From an optimization exercise on the open Yosys and OpenROAD flow, aimed at small area, a short achievable clock period and few clock cycles per item; shortcuts taken in it are not production practice.
Only simulation tests tie the RTL to the original design; equivalence was not proved.

File: flow/run.sh
#!/bin/bash
# synth_recipe.tcl (not shown) runs the flow's synth.tcl, then flattens the netlist and writes it again
# the make line also repeats each setting of config.mk as NAME=value (left out here)
make -C /OpenROAD-flow-scripts/flow DESIGN_CONFIG=/design/flow/config.mk WORK_HOME=/design/flow/orfs CLKGATE_MAP_FILE= SYNTH_SCRIPT=/design/flow/synth_recipe.tcl finish
File: flow/config.mk
export PLATFORM = sky130hd
export DESIGN_NAME = ray_box_slab_test
export DESIGN_NICKNAME = ray_box_slab_test
export VERILOG_FILES = /design/flow/design.v
export SDC_FILE = /design/flow/constraint.sdc
export NUM_CORES = 8
export LEC_CHECK = 0
export CAP_MARGIN = 20
export CORE_MARGIN = 2
export CORE_UTILIZATION = 40
export SLEW_MARGIN = 20
File: flow/constraint.sdc
create_clock -name core_clock -period 8.0 [get_ports {clk}]
set_input_delay 1.6000 -clock core_clock [delete_from_list [all_inputs] [get_ports {clk}]]
set_output_delay 1.6000 -clock core_clock [all_outputs]
set_load 0.01 [all_outputs]
File: flow/design.v
package rbst_pkg;
	localparam int COORD_W   = 32;
	localparam int FRAC_W    = 16;
	localparam int EPS_W     = 16;
	localparam int AXES      = 3;
	localparam int LANES     = 2 * AXES;
	localparam int IDX_W     = 3;
	localparam int IN_BYTES  = 24;
	localparam int OUT_BYTES = 1;
	localparam int RW        = 34;
	localparam int DW        = 31;
	localparam int TW        = 15;    
	localparam int QBITS     = 31;    
	localparam int KSTEP     = 2;     
	localparam int NST       = (QBITS + KSTEP - 1) / KSTEP;
	localparam int NCMP      = AXES * AXES + AXES;
	localparam int FRONT_LAT = 3;
	localparam logic [IDX_W-1:0] REG_LOW_X  = 3'd0;
	localparam logic [IDX_W-1:0] REG_LOW_Y  = 3'd1;
	localparam logic [IDX_W-1:0] REG_LOW_Z  = 3'd2;
	localparam logic [IDX_W-1:0] REG_HIGH_X = 3'd3;
	localparam logic [IDX_W-1:0] REG_HIGH_Y = 3'd4;
	localparam logic [IDX_W-1:0] REG_HIGH_Z = 3'd5;
	localparam logic [IDX_W-1:0] REG_EPS    = 3'd6;
endpackage
module rbst_front (
	input  logic                                          clk,
	input  logic [rbst_pkg::AXES*32-1:0]                  lo,
	input  logic [rbst_pkg::AXES*32-1:0]                  hi,
	input  logic [rbst_pkg::AXES*32-1:0]                  org,
	input  logic [rbst_pkg::AXES*32-1:0]                  dir,
	output logic [rbst_pkg::LANES*32-1:0]                 r0_o,     
	output logic [rbst_pkg::LANES*rbst_pkg::TW-1:0]       tail_o,   
	output logic [rbst_pkg::AXES*rbst_pkg::DW-1:0]        den_o,    
	output logic [rbst_pkg::LANES-1:0]                    nrm_o,    
	output logic [rbst_pkg::LANES-1:0]                    ngt_o,    
	output logic [rbst_pkg::LANES-1:0]                    cmc_o,    
	output logic [rbst_pkg::NCMP*3-1:0]                   cmp_o,    
	output logic                                          blk_o     
);
	localparam int AX = rbst_pkg::AXES;
	localparam int LN = rbst_pkg::LANES;
	localparam int TW = rbst_pkg::TW;
	localparam int DW = rbst_pkg::DW;
	logic [AX*32-1:0] dmag_1;
	logic [LN*33-1:0] n_1;
	logic [AX-1:0]    dneg_1, dzero_1, inslab_1;
	for (genvar a = 0; a < AX; a++) begin : g_f1
		wire signed [31:0] lo_a  = lo[a*32 +: 32];
		wire signed [31:0] hi_a  = hi[a*32 +: 32];
		wire signed [31:0] o_a   = org[a*32 +: 32];
		wire signed [31:0] d_a   = dir[a*32 +: 32];
		wire        [31:0] fen   = d_a[31] ? hi_a : lo_a;
		wire        [31:0] fex   = d_a[31] ? lo_a : hi_a;
		always_ff @(posedge clk) begin
			dneg_1[a]             <= d_a[31];
			dzero_1[a]            <= (d_a == '0);
			inslab_1[a]           <= (lo_a <= o_a) && (o_a <= hi_a);
			dmag_1[a*32 +: 32]    <= d_a[31] ? 32'(-d_a) : d_a;
			n_1[(2*a)*33 +: 33]   <= {fen[31], fen} - {o_a[31], o_a};
			n_1[(2*a+1)*33 +: 33] <= {fex[31], fex} - {o_a[31], o_a};
		end
	end
	logic [LN*33-1:0] nmag_2;
	logic [LN-1:0]    ngt_2;
	logic [AX*32-1:0] dmag_2;
	logic [AX*5-1:0]  sh_2;
	logic [AX-1:0]    dzero_2;
	logic             blk_2;
	for (genvar a = 0; a < AX; a++) begin : g_f2
		wire [31:0] dm = dmag_1[a*32 +: 32];
		logic [4:0] lz;
		always_comb begin
			lz = 5'd0;
			for (int i = 0; i < 32; i++)
				if (dm[i]) lz = 5'(31 - i);
		end
		always_ff @(posedge clk) begin
			dmag_2[a*32 +: 32] <= dm;
			sh_2[a*5 +: 5]     <= lz;
			dzero_2[a]         <= dzero_1[a];
		end
		for (genvar e = 0; e < 2; e++) begin : g_lane
			wire [32:0] n = n_1[(2*a+e)*33 +: 33];
			always_ff @(posedge clk) begin
				nmag_2[(2*a+e)*33 +: 33] <= n[32] ? 33'(-n) : n;
				ngt_2[2*a+e]             <= (n != '0) && (n[32] ^ dneg_1[a]);
			end
		end
	end
	always_ff @(posedge clk) begin
		blk_2 <= |(dzero_1 & ~inslab_1);
	end
	logic [LN-1:0] top_neg, top_pos;   
	for (genvar a = 0; a < AX; a++) begin : g_f3
		wire [31:0] dm = dmag_2[a*32 +: 32];
		wire [4:0]  sh = sh_2[a*5 +: 5];
		wire [31:0] dn = dm << sh;
		always_ff @(posedge clk) begin
			den_o[a*DW +: DW] <= dn[DW-1:0];
		end
		for (genvar e = 0; e < 2; e++) begin : g_lane
			localparam int L = 2 * a + e;
			wire [32:0] nm  = nmag_2[L*33 +: 33];
			wire [63:0] zf  = {31'b0, nm} << sh;
			wire        sat = {15'b0, nm} >= {dm, 15'b0};
			wire        nrm = !dzero_2[a] && !sat;
			wire        cneg = dzero_2[a] ? (e == 0) : ngt_2[L];
			assign top_neg[L] = !nrm && cneg;
			assign top_pos[L] = !nrm && !cneg;
			always_ff @(posedge clk) begin
				r0_o[L*32 +: 32]   <= zf[46:15];
				tail_o[L*TW +: TW] <= zf[14:0];
				nrm_o[L]           <= nrm;
				ngt_o[L]           <= ngt_2[L];
				cmc_o[L]           <= !nrm && !cneg;
			end
		end
	end
	for (genvar a = 0; a < AX; a++) begin : g_ci
		for (genvar b = 0; b < AX; b++) begin : g_cj
			wire signed [2:0] ta = top_pos[2*a] ? 3'sd1 : (top_neg[2*a] ? -3'sd1 : 3'sd0);
			wire signed [2:0] tb = top_pos[2*b+1] ? 3'sd1 : (top_neg[2*b+1] ? -3'sd1 : 3'sd0);
			always_ff @(posedge clk) cmp_o[(3*a+b)*3 +: 3] <= ta - tb;
		end
	end
	for (genvar b = 0; b < AX; b++) begin : g_ce
		always_ff @(posedge clk)
			cmp_o[(9+b)*3 +: 3] <= top_pos[2*b+1] ? 3'sd1 : (top_neg[2*b+1] ? -3'sd1 : 3'sd0);
	end
	always_ff @(posedge clk) blk_o <= blk_2;
endmodule
module rbst_srt_step (
	input  logic [rbst_pkg::RW-1:0] s_in,
	input  logic [rbst_pkg::RW-1:0] c_in,
	input  logic [rbst_pkg::DW-1:0] d,
	input  logic                    b,
	output logic [rbst_pkg::RW-1:0] s_out,
	output logic [rbst_pkg::RW-1:0] c_out,
	output logic                    qp,
	output logic                    qm
);
	localparam int RW = rbst_pkg::RW;
	logic [RW-1:0] a_v, b_v, m_v, mj;
	logic [3:0]    est;
	assign a_v = {s_in[RW-2:0], b};
	assign b_v = {c_in[RW-2:0], 1'b0};
	assign est = {s_in[RW-1:RW-4]} + {c_in[RW-1:RW-4]};
	assign qp  = !est[3];
	assign qm  = est[3] && (est != 4'b1111);
	wire [RW-1:0] dfull = {{(RW-32){1'b0}}, 1'b1, d};
	assign m_v = qp ? ~dfull : (qm ? dfull : '0);
	assign mj    = (a_v & b_v) | (a_v & m_v) | (b_v & m_v);
	assign s_out = a_v ^ b_v ^ m_v;
	assign c_out = {mj[RW-2:0], qp};
endmodule
module rbst_cmp_step (
	input  logic [2:0] d_in,
	input  logic       ap,
	input  logic       an,
	input  logic       bp,
	input  logic       bn,
	output logic [2:0] d_out
);
	logic signed [4:0] t;
	always_comb begin
		t = $signed({d_in[2], d_in, 1'b0})
		  + $signed({4'b0, ap}) - $signed({4'b0, an})
		  - $signed({4'b0, bp}) + $signed({4'b0, bn});
		if (t > 5'sd3)       d_out = 3'sd3;
		else if (t < -5'sd3) d_out = -3'sd3;
		else                 d_out = t[2:0];
	end
endmodule
module ray_box_slab_test (
	input  logic                                 clk,
	input  logic                                 arst_n,
	input  logic                                 cfg_we,
	input  logic [rbst_pkg::IDX_W-1:0]           cfg_index,
	input  logic [rbst_pkg::COORD_W-1:0]         cfg_wdata,
	input  logic                                 s_tvalid,
	output logic                                 s_tready,
	input  logic [8*rbst_pkg::IN_BYTES-1:0]      s_tdata,
	output logic                                 m_tvalid,
	input  logic                                 m_tready,
	output logic [8*rbst_pkg::OUT_BYTES-1:0]     m_tdata
);
	localparam int AX   = rbst_pkg::AXES;
	localparam int LN   = rbst_pkg::LANES;
	localparam int RW   = rbst_pkg::RW;
	localparam int DW   = rbst_pkg::DW;
	localparam int TW   = rbst_pkg::TW;
	localparam int NST  = rbst_pkg::NST;
	localparam int KS   = rbst_pkg::KSTEP;
	localparam int NC   = rbst_pkg::NCMP;
	localparam int LAT  = 1 + rbst_pkg::FRONT_LAT + NST + 1;
	localparam int QD   = LAT + 2;
	localparam int CNTW = 5;    
	logic [AX*32-1:0] lo_q, hi_q;
	logic [15:0]      eps_q;
	always_ff @(posedge clk or negedge arst_n) begin
		if (!arst_n) begin
			lo_q  <= '0;
			hi_q  <= '0;
			eps_q <= 16'd66;
		end else if (cfg_we) begin
			case (cfg_index)
				rbst_pkg::REG_LOW_X:  lo_q[0 +: 32]  <= cfg_wdata;
				rbst_pkg::REG_LOW_Y:  lo_q[32 +: 32] <= cfg_wdata;
				rbst_pkg::REG_LOW_Z:  lo_q[64 +: 32] <= cfg_wdata;
				rbst_pkg::REG_HIGH_X: hi_q[0 +: 32]  <= cfg_wdata;
				rbst_pkg::REG_HIGH_Y: hi_q[32 +: 32] <= cfg_wdata;
				rbst_pkg::REG_HIGH_Z: hi_q[64 +: 32] <= cfg_wdata;
				rbst_pkg::REG_EPS:    eps_q          <= cfg_wdata[15:0];
				default: ;
			endcase
		end
	end
	logic [191:0]   in_q;
	logic [LAT-1:0] vld_q;
	logic           rdy_q;
	logic           acc;
	assign acc      = s_tvalid && rdy_q;
	assign s_tready = rdy_q;
	always_ff @(posedge clk) in_q <= s_tdata;
	always_ff @(posedge clk or negedge arst_n) begin
		if (!arst_n) vld_q <= '0;
		else         vld_q <= {vld_q[LAT-2:0], acc};
	end
	logic [LN*32-1:0] r0;
	logic [LN*TW-1:0] tail0;
	logic [AX*DW-1:0] den0;
	logic [LN-1:0]    nrm0, ngt0, cmc0;
	logic [NC*3-1:0]  cmp0;
	logic             blk0;
	rbst_front u_front (
		.clk    (clk),
		.lo     (lo_q),
		.hi     (hi_q),
		.org    (in_q[0 +: 96]),
		.dir    (in_q[96 +: 96]),
		.r0_o   (r0),
		.tail_o (tail0),
		.den_o  (den0),
		.nrm_o  (nrm0),
		.ngt_o  (ngt0),
		.cmc_o  (cmc0),
		.cmp_o  (cmp0),
		.blk_o  (blk0)
	);
	logic [(NST+1)*LN*RW-1:0] s_st, c_st;
	logic [(NST+1)*LN*TW-1:0] t_st;
	logic [(NST+1)*AX*DW-1:0] d_st;
	logic [(NST+1)*LN-1:0]    nrm_st, ngt_st, cmc_st;
	logic [(NST+1)*NC*3-1:0]  cmp_st;
	logic [NST:0]             blk_st;
	for (genvar l = 0; l < LN; l++) begin : g_in
		assign s_st[l*RW +: RW] = {{(RW-32){1'b0}}, r0[l*32 +: 32]};
		assign c_st[l*RW +: RW] = '0;
	end
	assign t_st[0 +: LN*TW]   = tail0;
	assign d_st[0 +: AX*DW]   = den0;
	assign nrm_st[0 +: LN]    = nrm0;
	assign ngt_st[0 +: LN]    = ngt0;
	assign cmc_st[0 +: LN]    = cmc0;
	assign cmp_st[0 +: NC*3]  = cmp0;
	assign blk_st[0]          = blk0;
	for (genvar j = 0; j < NST; j++) begin : g_st
		logic [(KS+1)*LN*RW-1:0] s_k, c_k;
		logic [KS*LN-1:0]        dp, dn;      
		logic [(KS+1)*NC*3-1:0]  cm_k;
		assign s_k[0 +: LN*RW] = s_st[j*LN*RW +: LN*RW];
		assign c_k[0 +: LN*RW] = c_st[j*LN*RW +: LN*RW];
		assign cm_k[0 +: NC*3] = cmp_st[j*NC*3 +: NC*3];
		for (genvar k = 0; k < KS; k++) begin : g_k
			localparam int P = 30 - KS * j - k;    
			if (P >= 0) begin : g_do
				for (genvar l = 0; l < LN; l++) begin : g_l
					logic qp, qm;
					wire  nrm = nrm_st[j*LN + l];
					wire  ngt = ngt_st[j*LN + l];
					rbst_srt_step u_step (
						.s_in  (s_k[(k*LN+l)*RW +: RW]),
						.c_in  (c_k[(k*LN+l)*RW +: RW]),
						.d     (d_st[(j*AX + l/2)*DW +: DW]),
						.b     ((P >= 16) ? t_st[(j*LN+l)*TW + ((P >= 16) ? P-16 : 0)] : 1'b0),
						.s_out (s_k[((k+1)*LN+l)*RW +: RW]),
						.c_out (c_k[((k+1)*LN+l)*RW +: RW]),
						.qp    (qp),
						.qm    (qm)
					);
					assign dp[k*LN+l] = nrm && (ngt ? qm : qp);
					assign dn[k*LN+l] = nrm && (ngt ? qp : qm);
				end
				for (genvar a = 0; a < AX; a++) begin : g_ca
					for (genvar b = 0; b < AX; b++) begin : g_cb
						rbst_cmp_step u_cmp (
							.d_in  (cm_k[(k*NC + 3*a+b)*3 +: 3]),
							.ap    (dp[k*LN + 2*a]),
							.an    (dn[k*LN + 2*a]),
							.bp    (dp[k*LN + 2*b+1]),
							.bn    (dn[k*LN + 2*b+1]),
							.d_out (cm_k[((k+1)*NC + 3*a+b)*3 +: 3])
						);
					end
				end
				for (genvar b = 0; b < AX; b++) begin : g_ce
					rbst_cmp_step u_cmp (
						.d_in  (cm_k[(k*NC + 9+b)*3 +: 3]),
						.ap    (dp[k*LN + 2*b+1]),
						.an    (dn[k*LN + 2*b+1]),
						.bp    ((P < 16) ? eps_q[(P < 16) ? P : 0] : 1'b0),
						.bn    (1'b0),
						.d_out (cm_k[((k+1)*NC + 9+b)*3 +: 3])
					);
				end
			end else begin : g_skip
				assign s_k[((k+1)*LN)*RW +: LN*RW] = s_k[(k*LN)*RW +: LN*RW];
				assign c_k[((k+1)*LN)*RW +: LN*RW] = c_k[(k*LN)*RW +: LN*RW];
				assign cm_k[(k+1)*NC*3 +: NC*3]    = cm_k[k*NC*3 +: NC*3];
			end
		end
		always_ff @(posedge clk) begin
			s_st[(j+1)*LN*RW +: LN*RW] <= s_k[KS*LN*RW +: LN*RW];
			c_st[(j+1)*LN*RW +: LN*RW] <= c_k[KS*LN*RW +: LN*RW];
			t_st[(j+1)*LN*TW +: LN*TW] <= t_st[j*LN*TW +: LN*TW];
			d_st[(j+1)*AX*DW +: AX*DW] <= d_st[j*AX*DW +: AX*DW];
			nrm_st[(j+1)*LN +: LN]     <= nrm_st[j*LN +: LN];
			ngt_st[(j+1)*LN +: LN]     <= ngt_st[j*LN +: LN];
			cmc_st[(j+1)*LN +: LN]     <= cmc_st[j*LN +: LN];
			cmp_st[(j+1)*NC*3 +: NC*3] <= cm_k[KS*NC*3 +: NC*3];
			blk_st[j+1]                <= blk_st[j];
		end
	end
	logic [LN-1:0] cp, cn;
	logic          hit_q;
	for (genvar l = 0; l < LN; l++) begin : g_fin
		wire [RW-1:0] w   = s_st[(NST*LN+l)*RW +: RW] + c_st[(NST*LN+l)*RW +: RW];
		wire          nrm = nrm_st[NST*LN + l];
		wire          ngt = ngt_st[NST*LN + l];
		wire          cmc = cmc_st[NST*LN + l];
		assign cp[l] = nrm && w[RW-1] && ngt;
		assign cn[l] = (nrm && w[RW-1] && !ngt) || (!nrm && cmc);
	end
	logic [NC-1:0] ok;
	for (genvar a = 0; a < AX; a++) begin : g_fa
		for (genvar b = 0; b < AX; b++) begin : g_fb
			wire signed [3:0] df = $signed({cmp_st[(NST*NC + 3*a+b)*3 + 2], cmp_st[(NST*NC + 3*a+b)*3 +: 3]})
			                     + $signed({3'b0, cp[2*a]}) - $signed({3'b0, cn[2*a]})
			                     - $signed({3'b0, cp[2*b+1]}) + $signed({3'b0, cn[2*b+1]});
			assign ok[3*a+b] = df[3];
		end
	end
	for (genvar b = 0; b < AX; b++) begin : g_fe
		wire signed [3:0] df = $signed({cmp_st[(NST*NC + 9+b)*3 + 2], cmp_st[(NST*NC + 9+b)*3 +: 3]})
		                     + $signed({3'b0, cp[2*b+1]}) - $signed({3'b0, cn[2*b+1]});
		assign ok[9+b] = !df[3] && (df != 4'sd0);
	end
	always_ff @(posedge clk) hit_q <= !blk_st[NST] && (&ok);
	logic [QD-1:0] qv, qd;
	logic [CNTW-1:0] cnt_q;
	logic          take;
	logic [QD:0]   vs;
	logic [QD-1:0] ds;
	assign take     = qv[0] && m_tready;
	assign m_tvalid = qv[0];
	assign m_tdata  = {{(8*rbst_pkg::OUT_BYTES-1){1'b0}}, qd[0]};
	always_comb begin
		vs = take ? {2'b00, qv[QD-1:1]} : {1'b0, qv};
		ds = take ? {1'b0, qd[QD-1:1]} : qd;
	end
	always_ff @(posedge clk or negedge arst_n) begin
		if (!arst_n) begin
			qv    <= '0;
			cnt_q <= '0;
			rdy_q <= 1'b1;
		end else begin
			for (int i = 0; i < QD; i++)
				qv[i] <= vs[i] || (vld_q[LAT-1] && (i == 0 || vs[i-1]));
			cnt_q <= cnt_q + CNTW'(acc) - CNTW'(take);
			rdy_q <= (cnt_q + CNTW'(acc) - CNTW'(take)) < CNTW'(QD);
		end
	end
	always_ff @(posedge clk) begin
		for (int i = 0; i < QD; i++)
			if (!vs[i] && (i == 0 || vs[i-1])) qd[i] <= hit_q;
			else                               qd[i] <= ds[i];
	end
endmodule
==> run summary <==
sequential cells by signal, summed over array words and instances, names as in the netlist, 21 cells and up:
signal                      flops
c_st                         3210
cmc_st                         96
cmp_st                        576
d_st                         1395
g_st.g_k.g_do.g_l.u_step.b     78
hi_q                           96
in_q                          192
lo_q                           96
ngt_st                         96
nrm_st                         96
qd                             23
qv                             23
s_st                         3264
t_st                          216
u_front.cmp_o                  33
u_front.den_o                  93
u_front.dmag_1                 96
u_front.dmag_2                 96
u_front.n_1                   198
u_front.nmag_2                198
u_front.r0_o                  192
u_front.tail_o                 90
vld_q                          21
worst paths after layout:
path,start,endpoint,slack (ps),cells after the start
setup / recovery,c_st[1629],cmp_st[303],710,27
setup reg to reg,c_st[1629],cmp_st[303],710,27
max in group asynchronous,arst_n,lo_q[64],6290,2
hold reg to reg,cmc_st[90],cmc_st[96],260,0
min in group asynchronous,arst_n,hi_q[57],340,1
hold / removal,cmc_st[90],cmc_st[96],260,0
metrics by stage:
stage                     worst slack, ps  std cells
after floorplan                      1380      51300
after global placement                629      67000
after detailed placement              607      67000
after CTS                             581      69000
after global routing                  210      69000
final                                 714      69000
critical path: cells and delay by family (launching register included):
family | cells | cell delay [ps]
adder cells (fa/ha/maj) | 7 | 2480
AO/OA/AOI/OAI | 8 | 1970
buffers and inverters | 4 | 950
XOR/XNOR | 4 | 710
AND/OR/NAND/NOR | 4 | 670
flip-flops | 1 | 340
final cells by class:
type | count | area (um^2) | area share, %
Inverter | 5020 | 18800 | 3.16
Timing Repair Buffer | 718 | 6000 | 1.00
Antenna cell | 53 | 133 | 0.0222
Sequential cell | 10600 | 213000 | 35.7
Clock inverter | 418 | 5430 | 0.910
Clock buffer | 1603 | 34100 | 5.70
Multi-Input combinational cell | 32900 | 297000 | 49.8
Tap cell | 17800 | 22200 | 3.72
per-layer routing:
metal  track usage (%)  wire length, um  vias up
met1              27.4           627000   161000
met2              31.5           607000     7085
li1                  -                -   164000
met3              2.16            57300     1838
met5                 0               73        -
met4              7.13            54000       12
logic make-up (layout without fill, tap and decap cells):
| group | count (synthesis) | count (layout) | share of synthesized area [%] |
|---|---|---|---|
| mux | 946 | 946 | 2.18 |
| other cells | 1 | 60 | 0.000697 |
| flops | 10600 | 10600 | 39.6 |
| fa+ha+maj | 9625 | 9625 | 31.4 |
| compound gates | 10300 | 10300 | 10.7 |
| buf+inv | 7880 | 7759 | 5.50 |
| xor+xnor | 1513 | 1513 | 2.46 |
| simple gates | 10500 | 10500 | 8.23 |
cells in the mapped netlist, types with 90 or more instances:
master / count
o21ai_0: 3729
mux4_2: 142
a21o_1: 912
and2_1: 170
nand2b_1: 221
nand3_1: 280
dfxtp_1: 10300
ha_1: 3199
xnor2_1: 859
nor3_1: 152
xor2_1: 654
mux2i_1: 412
nor4b_1: 91
o31ai_1: 90
nor2b_1: 238
buf_1: 102
o22ai_1: 151
nor2_1: 4219
nand4_1: 249
nand2_1: 4336
o21a_1: 171
dfrtp_1: 255
a21oi_1: 4428
inv_1: 5013
fa_1: 6425
clkbuf_1: 2751
or3_1: 117
mux2_2: 392
a31oi_1: 147
==> impl_metrics.py <==
metrics = {
    "run_status": {
        "status": "complete, no violations",
    },
    "timing": {
        "fin_tns_setup_ps": 0,
        "slew_violations": 0,
        "worstMarginPinSlew_ps": 1290,
        "slew_headroom_pct": 13.2,
        "finalCritPeriodShare_pct": 91.1,
        "skew_ps": 91.0,
        "max_freq_ghz": 0.137,
        "rsz0062_at_grt": "false",
        "finalHoldViolCount": 0,
        "timing.hold.ws_ps": 260,
        "report.final.setup_viol": 0,
        "finalCriticalPeriod_ps": 7290,
    },
    "place": {
        "place_congestion": 0.891,
        "hpwl_um": 1080000,
        "place_area_um2": 557000,
        "io_buffers": 234,
    },
    "die": {
        "die_w_um": 1160,
        "io_pins": 242,
        "start_util_pct": 40.0,
        "fp-row-count": 426,
        "core_um2": 1340000,
        "die_h_um": 1160,
        "fp.dieArea_um2": 1350000,
    },
    "final_layout": {
        "most-common-layout-cells": "dfxtp_1, fa_1, inv_1",
        "nFillCells": 125000,
        "areaGrowthSynthToFinish_pct": 11.0,
        "final_cell_area_um2": 597000,
        "utilization_pct": 44.4,
        "final_nets": 60200,
        "drive_above_1_share_pct": 6.32,
        "final_common_cell": "dfxtp_1",
    },
    "worst_hold_path": {
        "hold_class": "reg -> reg",
    },
    "setup_path": {
        "path_max_fanout": 35,
        "crit_top_cell": "ha_1",
        "cp.arrival_ps": 8390,
        "end_kind": "flip-flop",
        "critPathKind": "reg -> reg",
        "critPathLaunchType": "flip-flop",
        "crit_path_top_delay_cell": "o21ai_1",
        "cpPeakStageDelay_ps": 690,
        "required_ps": 9110,
    },
    "synth": {
        "synth-edff-count": 23,
        "synth_top_area_share_pct": 38.3,
        "async_reset_ff_share_pct": 2.44,
        "yosysSeqAreaShare_pct": 39.6,
        "ys_warn_count": 5,
        "ys_ff_latch": 10600,
        "synth.distinct_cells": 88,
        "syn-cell-area_um2": 538000,
        "syn_inst": 51300,
        "synth_area_leader_cell": "dfxtp_1",
        "synthTopCellsByArea": "dfxtp_1, fa_1, ha_1",
        "syn_area_per_cell_um2": 10.5,
        "synthFlopType": "dfxtp_1",
    },
    "cts": {
        "clock_latency_ps": 1290,
        "cts_num_sinks": 10600,
        "cts_setup_buffers": 0,
        "cts_hold_buffers": 0,
        "cts_root_buf": "clkbuf_16",
        "ctsResizeCount": 0,
        "cts_made_buffers": 1183,
        "cts_tree": "done",
        "clk_pin_slew_ps": 60,
        "cts_max_level": 7,
        "clk_path_buf_depth": 6,
    },
    "route": {
        "drt_iter0_markers": 21900,
        "route.detailed.drc": 0,
        "ant_nets": 0,
        "wl_um": 1350000,
        "first_pass_iters": 7,
        "wl_per_cell_um": 19.5,
        "via_count": 334000,
        "vias_per_cell": 4.84,
    },
    "grt": {
        "grt_max_degree": 126,
        "grt_pass1_wl_um": 2090000,
        "grt_antenna_before_repair": 53,
        "grt-ovfl-total": 0,
        "grtUsageTotal_pct": 19.6,
        "grt_pass1_vias": 341000,
    },
    "flow_run": {
        "drv_cap": 0,
    },
}
Testbench counts, summed over its fixed seeds: cycles 8,176, items 8,000.

-- what the ideal ports hide --
How much do the figures lean on ideal ports? The routed layout below was timed once more, with nothing changed but the port constraints. Step 1 sets driving cells, clkbuf_16 on the clock port and buf_2 on the other inputs (assumed; they add their load-dependent delay and slew). Step 2 times the ports against the registers' clock, not the clock port: input delays grow and output delays shrink by t, the midpoint of the rising clock arrivals with the driver on. Three values: ideal, step 1, step 2; two values: the first two.
shift t [ns]: 1.405
setup slack, ns: 0.714 / 0.714 / 0.714
worst data-port slew with drivers (ns): 0.10
After both steps setup and hold are still met in this run. For this run, drivers alone change the setup slack by 0.000 ns; drivers and shift together by 0.000 ns.
